Context: an optimization exercise on an open-source flow, tuned for small area, a short achievable clock period and few clock cycles per item. The choices shown serve that exercise and are no tape-out recipe. The RTL was checked by simulation tests, not by an equivalence proof against the original design.

==> flow/design.v (excerpt) <==
module pearson_correlation (
    input  logic               i_clk,
    input  logic               i_rst_n,
    input  logic               push,
    output logic               full,
    input  logic [15:0]        i_sample_x,
    input  logic [15:0]        i_sample_y,
    input  logic               i_last,
    output logic               empty,
    input  logic               pop,
    output logic signed [31:0] o_correlation,
    output logic               o_degenerate
);
For scale: ~10000 cells after synthesis, about 72 I/O pins, about 0.11 mm² of cells after synthesis.
Settings: LEC_CHECK=0, CAP_MARGIN=20, CORE_MARGIN=2, CORE_UTILIZATION=55, SETUP_SLACK_MARGIN=5, SLEW_MARGIN=20; clock period 12.0 ns.
run.sh (not shown) runs the stock make flow with config.mk's settings and CLKGATE_MAP_FILE= SYNTH_SCRIPT=/design/flow/synth_recipe.tcl, a recipe that flattens the netlist after the stock synthesis.
The starting point produced a clean layout.
Testbench counts at the start, summed over its fixed seeds: cycles 7,021, vectors 320.
Rerun with:
--- a/flow/design.v
+++ b/flow/design.v
@@ -232,34 +232,36 @@
     logic [39:0] r_vx, r_vy;   
     logic [40:0] r_c;          
     logic        r_mdeg;
     logic [40:0] r_a;
     logic [5:0]  r_one, r_two, r_neg;    
     logic        r_clr, r_ret;
     logic        w_dtake;      
     logic        w_mstart;
+    logic [4:0]  w_fs;         
     logic        w_run;        
     logic [40:0] w_a;
     logic [10:0] w_b;
     logic        w_bsg;        
     logic        w_neg;
     logic        w_clr, w_ret;
     logic [11:0] w_bs, w_bn;
     logic [12:0] w_bx;
-    assign w_mstart = r_hv && (!r_mb || (r_mw && w_dtake));
+    assign w_mstart = r_hv && (!r_mb || w_dtake);
+    assign w_fs     = w_mstart ? 5'd0 : r_ms;
     assign w_run    = r_mb && !r_mw && (r_ms != 5'd0);
     always_comb begin
         w_a   = '0;
         w_b   = '0;
         w_bsg = 1'b0;
         w_neg = 1'b0;
         w_clr = 1'b0;
         w_ret = 1'b1;
-        case (r_ms)
+        case (w_fs)
             5'd0:  begin w_a = 41'(r_hsxx); w_b = 11'(r_hn); w_clr = 1'b1; w_ret = 1'b0; end
             5'd1:  begin w_a = 41'(r_hsx); w_b = r_hsx[10:0]; w_neg = 1'b1; end
             5'd2:  begin w_a = 41'(r_hsx); w_b = 11'(r_hsx[20:11]); w_neg = 1'b1; end
             5'd3:  begin w_a = 41'(r_hsyy); w_b = 11'(r_hn); w_clr = 1'b1; w_ret = 1'b0; end
             5'd4:  begin w_a = 41'(r_hsy); w_b = r_hsy[10:0]; w_neg = 1'b1; end
             5'd5:  begin w_a = 41'(r_hsy); w_b = 11'(r_hsy[20:11]); w_neg = 1'b1; end
             5'd6:  begin w_a = 41'(r_hszz); w_b = 11'(r_hn); w_clr = 1'b1; w_ret = 1'b0; end
             5'd7:  begin w_a = 41'(r_hsx); w_b = r_hsy[10:0]; w_neg = 1'b1; end
@@ -323,21 +325,22 @@
             if (w_proc && r_il) begin
                 r_hv <= 1'b1;
             end else if (r_hrel) begin
                 r_hv <= 1'b0;
             end
             if (w_mstart) begin
                 r_mb <= 1'b1;
                 r_mw <= 1'b0;
-                r_ms <= 5'd0;
+                r_ms <= 5'd1;
             end else if (r_mb && !r_mw) begin
                 r_ms <= r_ms + 5'd1;
                 if (r_ms == 5'd17) begin
-                    r_mw <= 1'b1;
+                    r_mb <= !w_dtake;
+                    r_mw <= !w_dtake;
                 end
             end else if (r_mw && w_dtake) begin
                 r_mb <= 1'b0;
                 r_mw <= 1'b0;
             end
         end
     end
     always_ff @(posedge i_clk) begin
@@ -366,25 +369,29 @@
         if (r_mb && !r_mw && r_ms == 5'd8) begin
             r_mdeg <= (r_vx == 40'd0) || (r_vy == 40'd0);
         end
     end
     logic        r_dsel;       
     logic        r_osel;       
     logic [1:0]  w_free, w_rv, w_sg, w_dg, w_tk, w_dn;
     logic [31:0] w_q [2];
-    assign w_dtake = r_mw && w_free[r_dsel];
+    logic        w_mlast;
+    logic [79:0] w_m;
+    assign w_mlast = r_mb && !r_mw && (r_ms == 5'd17);
+    assign w_dtake = (r_mw || w_mlast) && w_free[r_dsel];
+    assign w_m     = r_mw ? {r_h[46:11], r_l} : {w_t[46:0], r_l[43:11]};
     for (genvar u = 0; u < 2; u++) begin : g_unit
         assign w_tk[u] = w_dtake && (r_dsel == u);
         assign w_dn[u] = pop && w_rv[u] && (r_osel == u);
         pc_unit u_div (
             .i_clk   (i_clk),
             .i_rst_n (i_rst_n),
             .i_take  (w_tk[u]),
-            .i_m     ({r_h[46:11], r_l}),
+            .i_m     (w_m),
             .i_p     ({r_vy, r_vx}),
             .i_sgn   (r_c[40]),
             .i_deg   (r_mdeg),
             .o_free  (w_free[u]),
             .o_rv    (w_rv[u]),
             .i_done  (w_dn[u]),
             .o_q     (w_q[u]),
             .o_sgn   (w_sg[u]),
What happened:
- register-to-register slack gets better by 0.11 ns
- worst setup slack gets better by 0.11 ns
- global-route usage came out higher by 0.50 points
- routed wire length came out higher by 2.1%
- core utilization came out higher by 0.76 points
- first-iteration DRC count came out higher by 6.6%
- worst hold slack gets better by 0.0042 ns
- non-clock buffer count came out higher by 78
- fmax came out higher by 1.5%
- final area came out higher by 1.1%
- sequential share of layout area came out lower by 0.29 points
- clock skew is about the same
Testbench counts after the change, summed over its fixed seeds: cycles 6,783, vectors 320.

==> afterwards: timing with drivers on the ports <==
How much do the figures lean on ideal ports? The routed layouts below were timed once more, with nothing changed but the port constraints. Step 1: set_driving_cell puts a clkbuf_16 on i_clk and a buf_2 on each other input, an assumption about the parent block. Step 2 adds t to the input delays and takes it off the output delays; t is the mean of the earliest and latest rising clock arrival at the registers after step 1. Input paths then give back, and output paths get back, about the clock's delay inside the block. Three values: no drivers, after step 1, after step 2; two values: the first two.
run | shift t [ns] | setup slack, ns | clock arrival spread, ns
the first run | 0.915 | 4.296 / 4.296 / 4.296 | 0.056 / 0.056
the second run | 0.924 | 4.408 / 4.408 / 4.408 | 0.063 / 0.062
After both steps every run listed still meets setup and hold.
